This is an optimization exercise on Yosys and OpenROAD, whose aim is small area, not a production implementation. At most, simulation tests tie the RTL to the original design; equivalence was not proved.

## the previous run
==> module cpu_top, before the edit <==
module cpu_top (
    input  logic                clk,
    input  logic                rst_n,
    output logic                fetch_req,
    output cpu_pkg::pc_t        fetch_addr,
    input  logic                fetch_valid,
    input  cpu_pkg::instr_t     fetch_instr,
    output logic                mem_rd_req,
    output logic                mem_wr_req,
    output cpu_pkg::data_addr_t mem_addr,
    output cpu_pkg::word_t      mem_wdata,
    input  logic                mem_rvalid,
    input  cpu_pkg::word_t      mem_rdata,
    input  logic                mem_wack,
    output logic                retire,
    output logic                halted
);
    localparam logic [2:0] S_CLR  = 3'd0;    
    localparam logic [2:0] S_F    = 3'd1;    
    localparam logic [2:0] S_FW   = 3'd2;    
    localparam logic [2:0] S_E1   = 3'd3;    
    localparam logic [2:0] S_E2   = 3'd4;    
    localparam logic [2:0] S_W    = 3'd5;    
    localparam logic [2:0] S_LW   = 3'd6;    
    localparam logic [2:0] S_HALT = 3'd7;
    logic [3:0] ph;
    logic [2:0] state;
    logic [2:0] state_next;
    logic       dpend;        
    logic       ir_ok;        
    logic       ir_rdy;       
    logic [15:0] ir;
    logic ph0, ph15;
    assign ph0  = (ph == 4'd0);
    assign ph15 = (ph == 4'd15);
    always_ff @(posedge clk or negedge rst_n) begin
        if (!rst_n) ph <= 4'd0;
        else        ph <= ph + 4'd1;
    end
    logic is_jmp, is_beq, is_mem, is_load, is_store, is_alu, is_sub, is_mul, is_slt;
    assign is_jmp   = ir[15] && !ir[13];
    assign is_beq   = ir[15] && ir[13];
    assign is_mem   = !ir[15] && ir[14];
    assign is_load  = is_mem && ir[13];
    assign is_store = is_mem && !ir[13];
    assign is_alu   = !ir[15] && !ir[14];
    assign is_sub   = (ir[13] == ir[0]);
    assign is_mul   = ir[13] && !ir[0];
    assign is_slt   = ir[13] && ir[0];
    logic in_clr, in_f, in_fw, in_e1, in_e2, in_w, in_lw, in_halt;
    assign in_clr  = (state == S_CLR);
    assign in_f    = (state == S_F);
    assign in_fw   = (state == S_FW);
    assign in_e1   = (state == S_E1);
    assign in_e2   = (state == S_E2);
    assign in_w    = (state == S_W);
    assign in_lw   = (state == S_LW);
    assign in_halt = (state == S_HALT);
    logic [15:0] rb0;         
    logic        rs_bit, rt_bit;
    logic        we_any;
    logic        wbit;
    logic [3:0]  wsel;
    assign rs_bit = rb0[ir[12:9]];
    assign rt_bit = rb0[ir[8:5]];
    assign wsel   = ir[14] ? ir[8:5] : ir[4:1];
    for (genvar r = 0; r < 16; r++) begin : g_ring
        logic        we_r;
        logic [15:0] q;
        assign we_r   = in_clr || (we_any && (wsel == 4'(r)));
        assign rb0[r] = q[0];
        always_ff @(posedge clk) begin
            q <= {(we_r ? wbit : q[0]), q[15:1]};
        end
    end
    logic [15:0] pcq;
    logic        pc_we;
    logic        pc_wbit;
    logic        pc_bit;
    assign pc_bit     = pcq[0];
    assign fetch_addr = pcq[11:0];
    always_ff @(posedge clk) begin
        pcq <= {(pc_we ? pc_wbit : pcq[0]), pcq[15:1]};
    end
    logic imm_bit;
    logic jt_bit;
    logic [15:0] jvec;
    assign imm_bit = ph[3] || ph[2] ? ir[4] : ir[ph[1:0]];
    assign jvec    = {ir[12:9], ir[12:1]};
    assign jt_bit  = jvec[ph];
    logic c;
    logic add_a, add_b, cin0, cin, sum, cout;
    assign add_a = (in_f || in_e2) ? pc_bit : rs_bit;
    assign add_b = in_f ? 1'b0 : ((in_e2 || is_mem) ? imm_bit : (rt_bit ^ is_sub));
    assign cin0  = in_f || (is_alu && is_sub && !in_e2);
    assign cin   = ph0 ? cin0 : c;
    assign sum   = add_a ^ add_b ^ cin;
    assign cout  = (add_a & add_b) | (add_a & cin) | (add_b & cin);
    always_ff @(posedge clk) begin
        c <= cout;
    end
    logic flag;
    logic eqbit;
    logic lt;
    assign eqbit = (rs_bit == rt_bit);
    assign lt    = (rs_bit != rt_bit) ? rs_bit : sum;
    always_ff @(posedge clk) begin
        if (in_e1) flag <= is_beq ? ((ph0 || flag) && eqbit) : lt;
    end
    logic [15:0] tq;
    logic        tshift;
    assign tshift = !(in_e2 || in_lw || (in_e1 && is_load));
    always_ff @(posedge clk) begin
        if (mem_rvalid)  tq <= mem_rdata;
        else if (tshift) tq <= {rt_bit, tq[15:1]};
    end
    assign mem_wdata = {tq[4:0], tq[15:5]};
    logic [14:0] acc;
    logic [14:0] mp;
    logic        mb;
    assign mb = rs_bit && in_e2;
    assign mp = acc + (mb ? tq[14:0] : 15'd0);
    always_ff @(posedge clk) begin
        acc <= {((in_e1 && is_mem) ? sum : (mb && tq[15])), mp[14:1]};
    end
    assign mem_addr = {sum, acc[14:4]};
    assign we_any = (in_e1 && is_alu && !ir[13])
                 || (in_e2 && is_alu)
                 || in_w;
    assign wbit   = in_clr ? 1'b0
                  : in_w   ? tq[0]
                  : in_e2  ? (ir[0] ? (ph0 && flag) : mp[0])
                  : sum;
    assign pc_we   = in_clr || in_f || (in_e1 && is_jmp) || (in_e2 && is_beq);
    assign pc_wbit = in_clr ? 1'b0 : (in_e1 ? jt_bit : sum);
    logic go;
    assign go = ir_rdy && !(is_mem && dpend);
    always_comb begin
        state_next = state;
        case (state)
            S_CLR:  if (ph15) state_next = S_F;
            S_F: begin
                if (ph0 && pcq[11]) state_next = S_HALT;
                else if (ph15)      state_next = go ? S_E1 : S_FW;
            end
            S_FW:   if (ph15 && go) state_next = S_E1;
            S_E1: begin
                if (ph15) begin
                    if (is_load)                              state_next = (dpend && !mem_rvalid) ? S_LW : S_W;
                    else if (is_alu && ir[13])                state_next = S_E2;
                    else if (is_beq && flag && eqbit)         state_next = S_E2;
                    else                                      state_next = S_F;
                end
            end
            S_E2:   if (ph15) state_next = S_F;
            S_W:    if (ph15) state_next = S_F;
            S_LW:   if (ph15 && (!dpend || mem_rvalid)) state_next = S_W;
            default: state_next = S_HALT;
        endcase
    end
    always_ff @(posedge clk or negedge rst_n) begin
        if (!rst_n) begin
            state   <= S_CLR;
            dpend   <= 1'b0;
        end else begin
            state <= state_next;
            if (mem_rd_req || mem_wr_req)       dpend <= 1'b1;
            else if (mem_rvalid || mem_wack)    dpend <= 1'b0;
        end
    end
    always_ff @(posedge clk) begin
        if (fetch_valid) ir <= fetch_instr;
        if (fetch_req)        ir_ok <= 1'b0;
        else if (fetch_valid) ir_ok <= 1'b1;
        if (ph == 4'd10)      ir_rdy <= ir_ok;
    end
    assign fetch_req  = in_f && ph0 && !pcq[11];
    assign mem_rd_req = in_e1 && is_load && (ph == 4'd11);
    assign mem_wr_req = in_e1 && is_store && (ph == 4'd11);
    assign retire     = ph15 && (in_e1 || in_e2 || in_w) && (state_next == S_F);
    assign halted     = in_halt && !dpend;
endmodule
Settings: LEC_CHECK=0, CAP_MARGIN=20, CORE_MARGIN=2, CORE_UTILIZATION=70, PLACE_DENSITY=0.9, SLEW_MARGIN=20; clock period 10.0 ns.
standard.sh (not shown) runs the stock make flow with config.mk's settings and CLKGATE_MAP_FILE= SYNTH_SCRIPT=/design/flow/synth_recipe.tcl, a recipe that flattens the netlist after the stock synthesis.
==> flow/flow/run.sh <==
#!/bin/bash
# Standard ORFS layout, with plain buf_1 port buffers and a lighter clock tree
# (small clock buffers, no CTS dummy loads).
set -euo pipefail
export BUFFER_PORTS_ARGS="-buffer_cell sky130_fd_sc_hd__buf_1"
export CTS_ARGS="-sink_clustering_enable -repair_clock_nets -dont_use_dummy_load -buf_list sky130_fd_sc_hd__clkbuf_4 -sink_clustering_size 12 -sink_clustering_max_diameter 35"
bash standard.sh > flow.log 2>&1
The previous run | stages: all done | timing, DRC, antenna: all pass
Input-level comparison between the current run and the previous run:
--- a/flow/design.v
+++ b/flow/design.v
@@ -112,30 +112,37 @@
     assign cin   = ph0 ? cin0 : c;
     assign sum   = add_a ^ add_b ^ cin;
     assign cout  = (add_a & add_b) | (add_a & cin) | (add_b & cin);
-    always_ff @(posedge clk) begin
-        c <= cout;
-    end
-    logic flag;
     logic eqbit;
     logic lt;
     assign eqbit = (rs_bit == rt_bit);
     assign lt    = (rs_bit != rt_bit) ? rs_bit : sum;
     always_ff @(posedge clk) begin
-        if (in_e1) flag <= is_beq ? ((ph0 || flag) && eqbit) : lt;
+        if (in_e1 && is_beq)    c <= (ph0 || c) && eqbit;
+        else if (in_e1 && ph15) c <= lt;
+        else                    c <= cout;
     end
     logic [15:0] tq;
     logic        tshift;
-    assign tshift = !(in_e2 || in_lw || (in_e1 && is_load));
-    always_ff @(posedge clk) begin
-        if (mem_rvalid)  tq <= mem_rdata;
-        else if (tshift) tq <= {rt_bit, tq[15:1]};
+    logic        tin;
+    assign tshift = !(in_e2 || in_lw || (in_e1 && is_load && ph[3] && ph[2]));
+    assign tin    = rt_bit && !is_load;
+    always_ff @(posedge clk) begin
+        if (mem_rvalid || tshift)
+            tq <= {tin, tq[15:1]} | ({16{mem_rvalid}} & mem_rdata);
     end
     assign mem_wdata = {tq[4:0], tq[15:5]};
     logic [14:0] acc;
     logic [14:0] mp;
     logic        mb;
     assign mb = rs_bit && in_e2;
-    assign mp = acc + (mb ? tq[14:0] : 15'd0);
+    logic [15:0] mc;
+    assign mc[0] = 1'b0;
+    for (genvar i = 0; i < 15; i++) begin : g_madd
+        logic pp;
+        assign pp      = mb && tq[i];
+        assign mp[i]   = acc[i] ^ pp ^ mc[i];
+        assign mc[i+1] = (acc[i] && pp) || (mc[i] && (acc[i] ^ pp));
+    end
     always_ff @(posedge clk) begin
         acc <= {((in_e1 && is_mem) ? sum : (mb && tq[15])), mp[14:1]};
     end
@@ -145,7 +152,7 @@
                  || in_w;
     assign wbit   = in_clr ? 1'b0
                   : in_w   ? tq[0]
-                  : in_e2  ? (ir[0] ? (ph0 && flag) : mp[0])
+                  : in_e2  ? (ir[0] ? (ph0 && c) : mp[0])
                   : sum;
     assign pc_we   = in_clr || in_f || (in_e1 && is_jmp) || (in_e2 && is_beq);
     assign pc_wbit = in_clr ? 1'b0 : (in_e1 ? jt_bit : sum);
@@ -164,7 +171,7 @@
                 if (ph15) begin
                     if (is_load)                              state_next = (dpend && !mem_rvalid) ? S_LW : S_W;
                     else if (is_alu && ir[13])                state_next = S_E2;
-                    else if (is_beq && flag && eqbit)         state_next = S_E2;
+                    else if (is_beq && c && eqbit)            state_next = S_E2;
                     else                                      state_next = S_F;
                 end
             end
Results
- The current run went all the way through the flow, and no timing, DRC or antenna check failed.
- | register-to-register setup slack | the current run vs the previous run | worse |
- Diff the current run..the previous run | total setup violations reported at the end of the flow | unchanged
- The previous run -> the current run: total clock buffers created by CTS increased by a few percent
- Looking at fmax, the current run sits below the previous run.
- The portion of the post-synthesis area used by sequential elements in the current run sits 3.0 points above the value recorded for the previous run.
- The previous run → the current run: vias per cell down 3.3%; non-clock buffer count up about 2.5%; antenna cell count down 1.
- The data arrival time of the critical path in the current run sits 4.33 ns above the value recorded for the previous run.
- Sort the current run and the previous run by finished layout cell area, ascending, and the current run comes first.
The RTL of the current run was laid out without a check of its function.

static timing again, ports no longer ideal:
How much do the figures lean on ideal ports? The routed layouts below were timed once more, with nothing changed but the port constraints.
Step 1: set_driving_cell puts a clkbuf_16 on clk and a buf_2 on each other input, an assumption about the parent block.
Step 2 also shifts input and output timing later by t, the mid clock arrival at the registers, as if the neighbouring blocks saw the same clock.
a / b / c = ideal ports / drivers / drivers and shift; a / b = the first two.
run	t (ns)	setup slack, ns	latest minus earliest clock arrival (ns)	worst register clock-pin slew, ns
the previous run	0.627	4.450 / 4.409 / 4.481	0.081 / 0.081	0.11 / 0.11
the current run	0.619	2.584 / 2.584 / 2.584	0.119 / 0.118	0.12 / 0.12
After both steps every run listed still meets setup and hold.
